This is an optimization exercise on Yosys and OpenROAD, whose aim is small area, a short achievable clock period and few clock cycles, not a production implementation. The RTL was checked by simulation tests, not by an equivalence proof against the original design. No activity file was given, so power comes from the tool's default toggle rates.

**design/flow/flow/run.sh**
```bash
#!/bin/bash
# The standard ORFS layout in two parts.
# 2. Clock tree, routing and finish, with timing repair aiming past the clock period; the repair
#    before placement, without wire estimates, is not given the margin.
set -euo pipefail
ADDER_MAP_FILE= bash standard.sh synth floorplan place > flow_synth_to_place.log 2>&1
SETUP_SLACK_MARGIN=2.6 TNS_END_PERCENT=100 bash standard.sh finish > flow_cts_to_finish.log 2>&1
```
**design/flow/standard.sh**
```bash
#!/bin/bash
# synth_recipe.tcl (not shown) runs the flow's synth.tcl, then flattens the netlist and writes it again
# the make line also repeats each setting of config.mk as NAME=value (left out here)
make -C /OpenROAD-flow-scripts/flow DESIGN_CONFIG=/design/flow/config.mk WORK_HOME=/design/flow/orfs CLKGATE_MAP_FILE= SYNTH_SCRIPT=/design/flow/synth_recipe.tcl "${@:-finish}"
```
**design/flow/config.mk**
```make
export PLATFORM = sky130hd
export DESIGN_NAME = mips32Top
export DESIGN_NICKNAME = mips32Top
export VERILOG_FILES = /design/flow/design.v
export SDC_FILE = /design/flow/constraint.sdc
export NUM_CORES = 4
export LEC_CHECK = 0
export CAP_MARGIN = 20
export CORE_MARGIN = 2
export CORE_UTILIZATION = 55
export CTS_CLUSTER_DIAMETER = 100
export CTS_CLUSTER_SIZE = 25
export PLACE_DENSITY = 0.7
export SLEW_MARGIN = 20
export SYNTH_HIERARCHICAL = 1
export SYNTH_MINIMUM_KEEP_SIZE = 0
```
**design/flow/constraint.sdc**
```tcl
create_clock -name core_clock -period 6.0 [get_ports {clk}]
set_input_delay 1.2000 -clock core_clock [delete_from_list [all_inputs] [get_ports {clk}]]
set_output_delay 1.2000 -clock core_clock [all_outputs]
set_load 0.01 [all_outputs]
```
**design/flow/design.v**
```verilog
package isaPkg;
	typedef struct packed {
		logic [5:0] opcode;
		logic [4:0] rs;
		logic [4:0] rt;
		logic [4:0] rd;
		logic [4:0] shamt;
		logic [5:0] funct;
	} rFormat_t;
	typedef struct packed {
		logic [5:0] opcode;
		logic [4:0] rs;
		logic [4:0] rt;
		logic [15:0] imm16;
	} iFormat_t;
	typedef union packed {
		rFormat_t rFormat;
		iFormat_t iFormat;
	} instWord_t;
	localparam logic [5:0] OP_RTYPE = 6'h00;
	localparam logic [5:0] OP_ADDI = 6'h08;
	localparam logic [5:0] OP_ANDI = 6'h0c;
	localparam logic [5:0] OP_ORI = 6'h0d;
	localparam logic [5:0] OP_LW = 6'h23;
	localparam logic [5:0] OP_SW = 6'h2b;
	localparam logic [5:0] FN_ADD = 6'h20;
	localparam logic [5:0] FN_SUB = 6'h22;
	localparam logic [5:0] FN_AND = 6'h24;
	localparam logic [5:0] FN_OR = 6'h25;
	localparam logic [5:0] FN_SLT = 6'h2a;
endpackage
package pipePkg;
	typedef struct packed {
		logic sub;  
		logic slt;
		logic andOp;
		logic orOp;
	} aluCtl_t;
endpackage
`timescale 1ns/10ps
module registerFile (
	input logic clk,
	input logic rst,
	input logic [4:0] rsAddr,
	input logic [4:0] rtAddr,
	input logic [4:0] wrAddr,
	input logic wrEn,
	input logic [31:0] wrData,
	output logic [31:0] rsData,
	output logic [31:0] rtData
);
	logic [32-1:1][31:0] regs;  
	logic [31:0] wrVal, rsArr, rtArr;
	assign wrVal = rst ? 32'd0 : wrData;
	for (genvar i = 1; i < 32; i++) begin : g_reg
		always_ff @(posedge clk) begin
			if (rst || (wrEn && wrAddr == i))
				regs[i] <= wrVal;
		end
	end
	always_comb begin
		rsArr = '0;
		rtArr = '0;
		for (int i = 1; i < 32; i++) begin
			rsArr |= regs[i] & {32{rsAddr == i}};
			rtArr |= regs[i] & {32{rtAddr == i}};
		end
	end
	assign rsData = (wrEn && wrAddr == rsAddr) ? wrData : rsArr;
	assign rtData = (wrEn && wrAddr == rtAddr) ? wrData : rtArr;
endmodule
`timescale 1ns/10ps
module fetchDecode (
	input isaPkg::instWord_t inst,
	output logic regWe,  
	output logic isLoad,
	output logic isStore,
	output logic useImm,  
	output logic signExt,
	output pipePkg::aluCtl_t aluCtl,
	output logic [4:0] dest
);
	logic writes;
	always_comb begin
		writes = 1'b0;
		isLoad = 1'b0;
		isStore = 1'b0;
		useImm = 1'b1;
		aluCtl = '0;
		signExt = 1'b1;
		dest = inst.iFormat.rt;
		case (inst.rFormat.opcode)
			isaPkg::OP_RTYPE: begin
				useImm = 1'b0;
				dest = inst.rFormat.rd;
				case (inst.rFormat.funct)
					isaPkg::FN_ADD: writes = 1'b1;
					isaPkg::FN_SUB: begin writes = 1'b1; aluCtl.sub = 1'b1; end
					isaPkg::FN_AND: begin writes = 1'b1; aluCtl.andOp = 1'b1; end
					isaPkg::FN_OR: begin writes = 1'b1; aluCtl.orOp = 1'b1; end
					isaPkg::FN_SLT: begin writes = 1'b1; aluCtl.sub = 1'b1; aluCtl.slt = 1'b1; end
					default: ;
				endcase
			end
			isaPkg::OP_ADDI: writes = 1'b1;
			isaPkg::OP_ANDI: begin writes = 1'b1; aluCtl.andOp = 1'b1; signExt = 1'b0; end
			isaPkg::OP_ORI: begin writes = 1'b1; aluCtl.orOp = 1'b1; signExt = 1'b0; end
			isaPkg::OP_LW: begin writes = 1'b1; isLoad = 1'b1; end
			isaPkg::OP_SW: begin isStore = 1'b1; useImm = 1'b0; end
			default: ;
		endcase
	end
	assign regWe = writes && dest != 5'd0;
endmodule
`timescale 1ns/10ps
module pgCombine (
	input logic gHi,
	input logic pHi,
	input logic gLo,
	input logic pLo,
	output logic g,
	output logic p
);
	assign g = gHi | (pHi & gLo);
	assign p = pHi & pLo;
endmodule
module gCombine (
	input logic gHi,
	input logic pHi,
	input logic gLo,
	output logic g
);
	assign g = gHi | (pHi & gLo);
endmodule
module prefixAdder #(
	parameter int W = 32,
	parameter int L = 5  
) (
	input logic [W-1:0] a,
	input logic [W-1:0] b,
	input logic cin,
	output logic [W-1:0] sum,
	output logic cTop  
);
	logic [L:0][W-1:0] g, p;
	logic [W-1:0] c;
	assign g[0] = {a[W-1:1] & b[W-1:1], (a[0] & b[0]) | ((a[0] | b[0]) & cin)};
	assign p[0] = a | b;
	for (genvar l = 1; l <= L; l++) begin : g_lvl
		for (genvar i = 0; i < W; i++) begin : g_bit
			if (i >= (1 << (l - 1)) && l < L) begin : g_op
				pgCombine node (
					.gHi (g[l-1][i]), .pHi (p[l-1][i]),
					.gLo (g[l-1][i - (1 << (l - 1))]), .pLo (p[l-1][i - (1 << (l - 1))]),
					.g (g[l][i]), .p (p[l][i])
				);
			end else if (i >= (1 << (l - 1))) begin : g_last
				gCombine node (
					.gHi (g[l-1][i]), .pHi (p[l-1][i]),
					.gLo (g[l-1][i - (1 << (l - 1))]),
					.g (g[l][i])
				);
				assign p[l][i] = 1'b0;
			end else begin : g_pass
				assign g[l][i] = g[l-1][i];
				assign p[l][i] = p[l-1][i];
			end
		end
	end
	assign c = {g[L][W-2:0], cin};
	assign sum = a ^ b ^ c;
	assign cTop = c[W-1];
endmodule
module executeStage (
	input logic [31:0] opA,
	input logic [31:0] opB,
	input pipePkg::aluCtl_t aluCtl,
	output logic [31:0] aluResult
);
	logic [31:0] opBx, sum;
	logic lt, cTop;
	assign opBx = opB ^ {32{aluCtl.sub}};
	prefixAdder #(.W(32)) adder (
		.a (opA), .b (opBx), .cin (aluCtl.sub), .sum, .cTop
	);
	assign lt = (opA[31] ^ opB[31]) ? opA[31] : !cTop;
	always_comb begin
		if (!(aluCtl.slt || aluCtl.andOp || aluCtl.orOp)) aluResult = sum;
		else if (aluCtl.slt) aluResult = {31'd0, lt};
		else if (aluCtl.andOp) aluResult = opA & opB;
		else aluResult = opA | opB;
	end
endmodule
`timescale 1ns/10ps
module dataMemory (
	input logic clk,
	input logic rst,
	input logic wrEn,
	input logic [64-1:0] sel,
	input logic [31:0] wrData,
	output logic [31:0] rdData
);
	logic [64-1:0][31:0] mem;
	logic [31:0] wrVal;
	assign wrVal = rst ? 32'd0 : wrData;
	for (genvar i = 0; i < 64; i++) begin : g_word
		always_ff @(posedge clk) begin
			if (rst || (wrEn && sel[i]))
				mem[i] <= wrVal;
		end
	end
	logic [7:0][31:0] groupData;
	for (genvar gi = 0; gi < 8; gi++) begin : g_grp
		readGroup8 grp (
			.sel (sel[gi*8 +: 8]), .words (mem[gi*8 +: 8]), .data (groupData[gi])
		);
	end
	always_comb begin
		rdData = '0;
		for (int i = 0; i < 8; i++)
			rdData |= groupData[i];
	end
endmodule
module readGroup8 (
	input logic [7:0] sel,
	input logic [7:0][31:0] words,
	output logic [31:0] data
);
	always_comb begin
		data = '0;
		for (int i = 0; i < 8; i++)
			data |= words[i] & {32{sel[i]}};
	end
endmodule
`timescale 1ns/10ps
module mips32Top (
	input logic clk,
	input logic rst,
	input logic [31:0] inst,
	input logic instValid,
	output logic instReady,
	output logic regWrite,
	output logic [4:0] regAddr,
	output logic [31:0] regData,
	output logic memWr,
	output logic [6-1:0] memAddr,
	output logic [31:0] memData
);
	logic rdRegWe, rdLoad, rdStore, rdUseImm, rdSignExt;
	pipePkg::aluCtl_t rdAluCtl;
	logic [4:0] rdDest;
	logic [4:0] rsAddr, rtAddr;
	logic [31:0] rfRsData, rfRtData;
	logic fwd1A, fwd1B, fwd2A, fwd2B;
	logic hold;  
	logic idValid, idRegWe, idLoad, idStore, idUseImm, idSignExt;
	pipePkg::aluCtl_t idAluCtl;
	logic [4:0] idDest, idRs, idRt;
	logic [15:0] idImm;
	logic [31:0] idRsValue, idRtValue;
	logic idFwd1A, idFwd1B, idFwd2A, idFwd2B;
	logic [31:0] idImmExt, idA, idB, exANext, exBNext;
	logic fwdLoadA, fwdAluA, fwdLoadB, fwdAluB;
	logic [7:0] addrNear, addrFar, byteAddr;
	logic exRegWe, exLoad, exStore;
	pipePkg::aluCtl_t exAluCtl;
	logic [4:0] exDest;
	logic [31:0] exA, exB;
	logic [64-1:0] exSel;
	logic [6-1:0] exAddr;
	logic [31:0] aluResult, loadData, exResult;
	logic [7:0] bx, csaSum, csaCarry, addrArith, addrLogic;
	logic wbRegWe;
	logic [4:0] wbDest;
	logic [31:0] wbData;
	logic ready;
	assign instReady = ready;
	fetchDecode fetchDecode (
		.inst,
		.regWe (rdRegWe), .isLoad (rdLoad), .isStore (rdStore), .useImm (rdUseImm),
		.signExt (rdSignExt), .aluCtl (rdAluCtl), .dest (rdDest)
	);
	assign rsAddr = hold ? idRs : inst[25:21];
	assign rtAddr = hold ? idRt : inst[20:16];
	registerFile registerFile (
		.clk, .rst,
		.rsAddr, .rtAddr,
		.wrAddr (wbDest), .wrEn (wbRegWe), .wrData (wbData),
		.rsData (rfRsData), .rtData (rfRtData)
	);
	assign fwd1A = !hold && idRegWe && idDest == rsAddr;
	assign fwd1B = !hold && idRegWe && idDest == rtAddr;
	assign fwd2A = exRegWe && exDest == rsAddr;
	assign fwd2B = exRegWe && exDest == rtAddr;
	always_ff @(posedge clk) begin
		if (rst) begin
			hold <= 1'b0;
			ready <= 1'b1;
			idValid <= 1'b0;
			idRegWe <= 1'b0;
			idLoad <= 1'b0;
			idStore <= 1'b0;
		end else if (!hold) begin
			hold <= instValid && (rdLoad || rdStore) && fwd1A && (idLoad || idAluCtl.slt);
			ready <= !(instValid && (rdLoad || rdStore) && fwd1A && (idLoad || idAluCtl.slt));
			idValid <= instValid;
			idRegWe <= instValid && rdRegWe;
			idLoad <= instValid && rdLoad;
			idStore <= instValid && rdStore;
		end else begin
			hold <= 1'b0;
			ready <= 1'b1;
		end
	end
	always_ff @(posedge clk) begin
		if (!hold) begin
			idUseImm <= rdUseImm;
			idSignExt <= rdSignExt;
			idAluCtl <= rdAluCtl;
			idDest <= rdDest;
			idRs <= inst[25:21];
			idRt <= inst[20:16];
			idImm <= inst[15:0];
		end
		idRsValue <= rfRsData;
		idRtValue <= rfRtData;
		idFwd1A <= fwd1A;
		idFwd1B <= fwd1B;
		idFwd2A <= fwd2A;
		idFwd2B <= fwd2B;
	end
	assign idImmExt = {{16{idSignExt && idImm[15]}}, idImm};
	assign idA = idFwd2A ? wbData : idRsValue;
	assign idB = idFwd2B ? wbData : idRtValue;
	prefixAdder #(.W(8), .L(3)) addNear (
		.a (idA[7:0]), .b (idImm[7:0]), .cin (1'b0), .sum (addrNear), .cTop ()
	);
	assign fwdLoadA = idFwd1A && exLoad;
	assign fwdAluA = idFwd1A && !exLoad;
	assign fwdLoadB = idFwd1B && !idUseImm && exLoad;
	assign fwdAluB = idFwd1B && !idUseImm && !exLoad;
	fwdSelect selA (
		.k1 (fwdLoadA), .d1 (loadData), .k2 (fwdAluA), .d2 (aluResult),
		.k3 (!idFwd1A), .d3 (idA), .y (exANext)
	);
	fwdSelect selB (
		.k1 (fwdLoadB), .d1 (loadData), .k2 (fwdAluB), .d2 (aluResult),
		.k3 (!(idFwd1B && !idUseImm)), .d3 (idUseImm ? idImmExt : idB), .y (exBNext)
	);
	always_ff @(posedge clk) begin
		if (rst) begin
			exRegWe <= 1'b0;
			exStore <= 1'b0;
		end else begin
			exRegWe <= idRegWe && !hold;
			exStore <= idStore && !hold;
		end
	end
	always_ff @(posedge clk) begin
		exLoad <= idLoad;
		exAluCtl <= idAluCtl;
		exDest <= idDest;
		exA <= exANext;
		exB <= exBNext;
	end
	assign bx = exB[7:0] ^ {8{exAluCtl.sub}};
	assign csaSum = exA[7:0] ^ bx ^ idImm[7:0];
	assign csaCarry = {(exA[6:0] & bx[6:0]) | (exA[6:0] & idImm[6:0]) | (bx[6:0] & idImm[6:0]),
		exAluCtl.sub};
	prefixAdder #(.W(8), .L(3)) addArith (
		.a (csaSum), .b (csaCarry), .cin (1'b0), .sum (addrArith), .cTop ()
	);
	prefixAdder #(.W(8), .L(3)) addLogic (
		.a (exAluCtl.andOp ? (exA[7:0] & exB[7:0]) : (exA[7:0] | exB[7:0])),
		.b (idImm[7:0]), .cin (1'b0), .sum (addrLogic), .cTop ()
	);
	assign addrFar = (exAluCtl.andOp || exAluCtl.orOp) ? addrLogic : addrArith;
	assign byteAddr = idFwd1A ? addrFar : addrNear;
	always_ff @(posedge clk) begin
		exAddr <= byteAddr[7:2];
		for (int i = 0; i < 64; i++)
			exSel[i] <= byteAddr[7:2] == i;
	end
	executeStage executeStage (
		.opA (exA), .opB (exB), .aluCtl (exAluCtl), .aluResult
	);
	dataMemory dataMemory (
		.clk, .rst,
		.wrEn (exStore), .sel (exSel), .wrData (exB),
		.rdData (loadData)
	);
	fwdSelect selResult (
		.k1 (exLoad), .d1 (loadData), .k2 (!exLoad), .d2 (aluResult),
		.k3 (1'b0), .d3 (32'd0), .y (exResult)
	);
	always_ff @(posedge clk) begin
		if (rst) begin
			regWrite <= 1'b0;
			wbRegWe <= 1'b0;
			memWr <= 1'b0;
		end else begin
			regWrite <= exRegWe;
			wbRegWe <= exRegWe;
			memWr <= exStore;
		end
	end
	always_ff @(posedge clk) begin
		regAddr <= exDest;
		regData <= exResult;
		wbDest <= exDest;
		wbData <= exResult;
		memAddr <= exAddr;
		memData <= exB;
	end
endmodule
module fwdSelect (
	input logic k1,
	input logic [31:0] d1,
	input logic k2,
	input logic [31:0] d2,
	input logic k3,
	input logic [31:0] d3,
	output logic [31:0] y
);
	assign y = ({32{k1}} & d1) | ({32{k2}} & d2) | ({32{k3}} & d3);
endmodule
```
==> notes.md <==
Layout:
- After the last flow step, the layout net total stands at 9,136.
- Cells with a size suffix above 1 make up 16.0% of the layout.
- Relative to the synthesized area, the layout overhead comes to 12.3%.
- The area of all placed cells without fillers is 150,000 sq um.
- Once layout is complete, the utilization of the core stands at 62.0%.

Status:
- The flow ran to the end and the layout has no timing, DRC or antenna violations.

Critical path:
- The worst register-to-register path ends at wbData[9].
- The data arrival time of the worst path is around 4.4 ns.
- The endpoint type of the worst setup path is a flop.
- The worst setup path is launched from a primary input.
- The classification of the worst setup path is primary input to flop.
- Of all nets on the critical path, the largest fanout is 19.
- Setup slack on the worst reg-to-reg path comes out at 2.47 ns.
- The required time at the worst-slack endpoint is 6.85 ns.
- The startpoint identified for the worst register-to-register timing path is exSel[20].
- The depth of the worst register-to-register path is 7.
- The critical path starts at inst[24].

Clock network:
- The number of buffers created by CTS is 161.
- The cell at the root of the clock tree is sky130_fd_sc_hd__clkbuf_16.
- At the later pin of the worst-skew pair, clock insertion delay measures 0.94 ns.
- The cts-stage hold buffer count is 0.
- The number of sinks driven by the clock tree is between 3,000 and 4,000.
- The H-tree generated during clock tree synthesis spans 4 levels.
- Clock-pin slew was measured on the worst setup and hold paths at about 0.11 ns.
- The number of buffers on the longest clock path is 3.
- The CTS tree is yes.

Global routing:
- The global-route congestion overflow total is 0.
- The first global-routing pass estimated 756,000 um of wire.
- Global routing consumed, over all layers together, 44.9% of the routing resources.
- The via count of the first global-routing pass is 87,600.
- Entering global routing, the biggest net connects 86 pins.
- The number of antenna violations at the first check in global routing is between 40 and 50.

STA:
- The final clock skew is between 0.06 and 0.07 ns.
- The final critical delay including setup and external delays is around 3.6 ns.
- Setup total negative slack on the finished layout was measured at 0 ns.
- Based on the critical path, the design can be clocked at up to between 200 and 300 MHz.
- The worst hold-check slack is 0.338 ns.
- The final count of hold timing violations is 0.
- Setup violations remaining at the end of the flow were counted as 0.
- The number of slew-limit violations in the final report is 0.
- The final period utilization is 59.5%.
- Setup repair after global routing could not meet its margin everywhere.
- For the pin with the worst max-slew slack, the measured transition is 1.40 ns.
- The tightest slew margin relative to the limit is between 6 and 7%.

Logic synthesis:
- Counting every instance in the synthesized netlist gives 8,567.
- In this run the mean area of a mapped cell was approximately 16 sq um.
- After synthesis the cells add up to between 100,000 and 150,000 sq um.
- For this run, the number of Yosys warnings is 12.

Die:
- The die outline width is between 400 and 500 um.
- Measured along the y axis, the die boundary spans between 400 and 500 um.
- Once the floorplan was initialized, standard cells occupied a little under three fifths of the core.
- The number of I/O pins is around 110.
- The total area inside the core boundary comes to between 200,000 and 250,000 sq um.
- The floorplan step defined a die boundary enclosing ~250,000 sq um.
- The site row count is 181.

Place:
- Port buffering added 112 buffers.
- The wire-length estimate of the detail-placed layout is 360,000 um.
- The placed instances occupy a cell area of ~140,000 sq um.
- Routability-driven placement finished with a final weighted congestion of 1.09.

Detailed routing:
- After detailed routing, the number of vias per cell comes to 7.55.
- For this block, the via count after detailed routing is roughly 94,000.
- After detailed routing, the average wire length per cell comes to 45.5 um.
- The detail route stage leaves a number of antenna-violating nets equal to 0.
- The detailed router finished its first iteration with between 15,000 and 20,000 violations.
- The number of remaining DRC errors is 0.
- For this run, the detailed router's first-pass iteration total came to 10.
- The final layout contains routed wiring with a total length of around 570,000 um.

Worst hold path:
- The capture endpoint of the worst hold path is memAddr[2].
- The path type of the worst min-delay path is flop to flop.
- The worst min-delay path startpoint is exAddr[2].
- The count of cells along the worst hold path is 0.

Power and ir drop:
- The worst-case vdd ir drop is roughly 0.34 mV.
- The design draws 56.6 mW.
- In this run the power density over the cells is approximately 380 nW/um^2.
- The analysis attributes to cell leakage a power of approximately 53 nW.

Job:
- The max capacitance violation total is 0.
[final cells by class]
class / count / area (sq um)
diodes: 41 / 103
well taps: 3202 / 4010
clock inverters: 32 / 512
flip-flops and latches: 3373 / 98300
repair buffers: 852 / 7750
fillers: 17600 / 92400
inverters: 116 / 556
clock buffers: 255 / 4510
repair inverters: 2 / 20.0
multi-input cells: 4595 / 34600
[power by group]
group | internal [mW] | switching (mW) | leakage (nW) | total [mW]
Combinational | 3.76 | 8.71 | 16.6 | 12.5
Clock | 5.38 | 7.64 | 2.39 | 13.0
Sequential | 28.8 | 2.33 | 33.8 | 31.1
Total | 37.9 | 18.7 | 52.8 | 56.6
[layout by cell type, fill, tap and decap left out, types with 65 or more instances in the layout]
cell type and count:
sky130_fd_sc_hd__a21o_1 219, sky130_fd_sc_hd__clkbuf_1 87, sky130_fd_sc_hd__nand4_1 357, sky130_fd_sc_hd__a21oi_1 85, sky130_fd_sc_hd__a221oi_1 67, sky130_fd_sc_hd__a22o_1 103, sky130_fd_sc_hd__nor4_1 65, sky130_fd_sc_hd__buf_4 633
sky130_fd_sc_hd__and2_1 153, sky130_fd_sc_hd__inv_1 102, sky130_fd_sc_hd__clkdlybuf4s50_1 107, sky130_fd_sc_hd__buf_12 68, sky130_fd_sc_hd__a222oi_1 110, sky130_fd_sc_hd__nor3_1 103, sky130_fd_sc_hd__dfxtp_1 264, sky130_fd_sc_hd__clkbuf_16 167
sky130_fd_sc_hd__xnor2_1 119, sky130_fd_sc_hd__mux2i_1 134, sky130_fd_sc_hd__nand2_1 247, sky130_fd_sc_hd__nor2_1 195, sky130_fd_sc_hd__a22oi_1 1618, sky130_fd_sc_hd__edfxtp_1 3067
[sequential cells by signal, indices dropped and copies added (netlist names), 4 cells and up]
name and count:
dataMemory.mem 2048, memAddr 6, exB 32, idRt 5, idDest 5, idRs 5, registerFile.regs 992, exSel 64
exAluCtl 4, idRtValue 32, exAddr 6, wbData 32, idAluCtl 4, exA 32, memData 32, idRsValue 32
wbDest 5, exDest 5, idImm 16
[worst max-delay path, cell delays in order]
cell,delay [ns]
sky130_fd_sc_hd__clkdlybuf4s50_1,0.42
sky130_fd_sc_hd__mux2i_2,0.25
sky130_fd_sc_hd__bufinv_8,0.29
sky130_fd_sc_hd__buf_12,0.18
sky130_fd_sc_hd__nor2_1,1.05
sky130_fd_sc_hd__a22oi_1,0.20
sky130_fd_sc_hd__nor3_1,0.38
sky130_fd_sc_hd__a221oi_1,0.12
sky130_fd_sc_hd__nand4_1,0.12
sky130_fd_sc_hd__o32a_1,0.15
[per-stage QoR]
stage | setup WS (ns) | instances
6_report | 2.43 | 12500
5_1_grt | 2.39 | 12400
4_1_cts | 2.51 | 12400
3_5_place_dp | 0.711 | 11900
3_3_place_gp | 0.818 | 11900
2_1_floorplan | 1.25 | 8606
[what timing repair did]
action / in CTS / in global routing
gates cloned: 5 / 3
setup buffers: 139 / 72
endpoints found under the setup margin: 324 / 169
pin swaps: 52 / 137
resized for setup: 210 / 208
[worst max path at each step]
| stage | end | slack (ns) | depth (start not counted) |
|---|---|---|---|
| floorplan | registerFile.regs[576] | 1.25 | 3 |
| global placement | idRtValue[16] | 0.82 | 11 |
| detailed placement | idRtValue[23] | 0.71 | 10 |
| CTS | exSel[41] | 2.51 | 16 |
| global route | exSel[16] | 2.39 | 14 |
| finish | idRsValue[19] | 2.43 | 10 |
[metal layers]
| layer | vias up | wire, um | global-route usage (%) |
|---|---|---|---|
| met1 | 46700 | 185000 | 54.2 |
| met2 | 8889 | 253000 | 67.8 |
| met4 | 16 | 55200 | 34.2 |
| met3 | 2626 | 74300 | 14.0 |
| li1 | 36000 | - | - |
| met5 | - | 175 | 0.154 |
Testbench counts, summed over its fixed seeds: cycles 16,129.

==> port drivers added, routing unchanged <==
The results above use ideal ports. As a check the final layout listed here was re-extracted and re-timed, cells and wires unchanged. Step 1: set_driving_cell puts a clkbuf_16 on clk and a buf_2 on each other input, an assumption about the parent block. Step 2, shift: input delay + t, output delay - t, t = (earliest + latest rising clock arrival at the registers) / 2. This alone moves slack from input paths to output paths. Slacks: ideal / step 1 / step 2; pairs: ideal / step 1.
t (ns): 1.006
slack for setup (ns): 2.428 / 2.473 / 1.501
clock arrival spread, ns: 0.063 / 0.064
After both steps this run still meets setup and hold. The setup slack of this run moves by +0.045 ns with the drivers and by -0.927 ns with both steps.
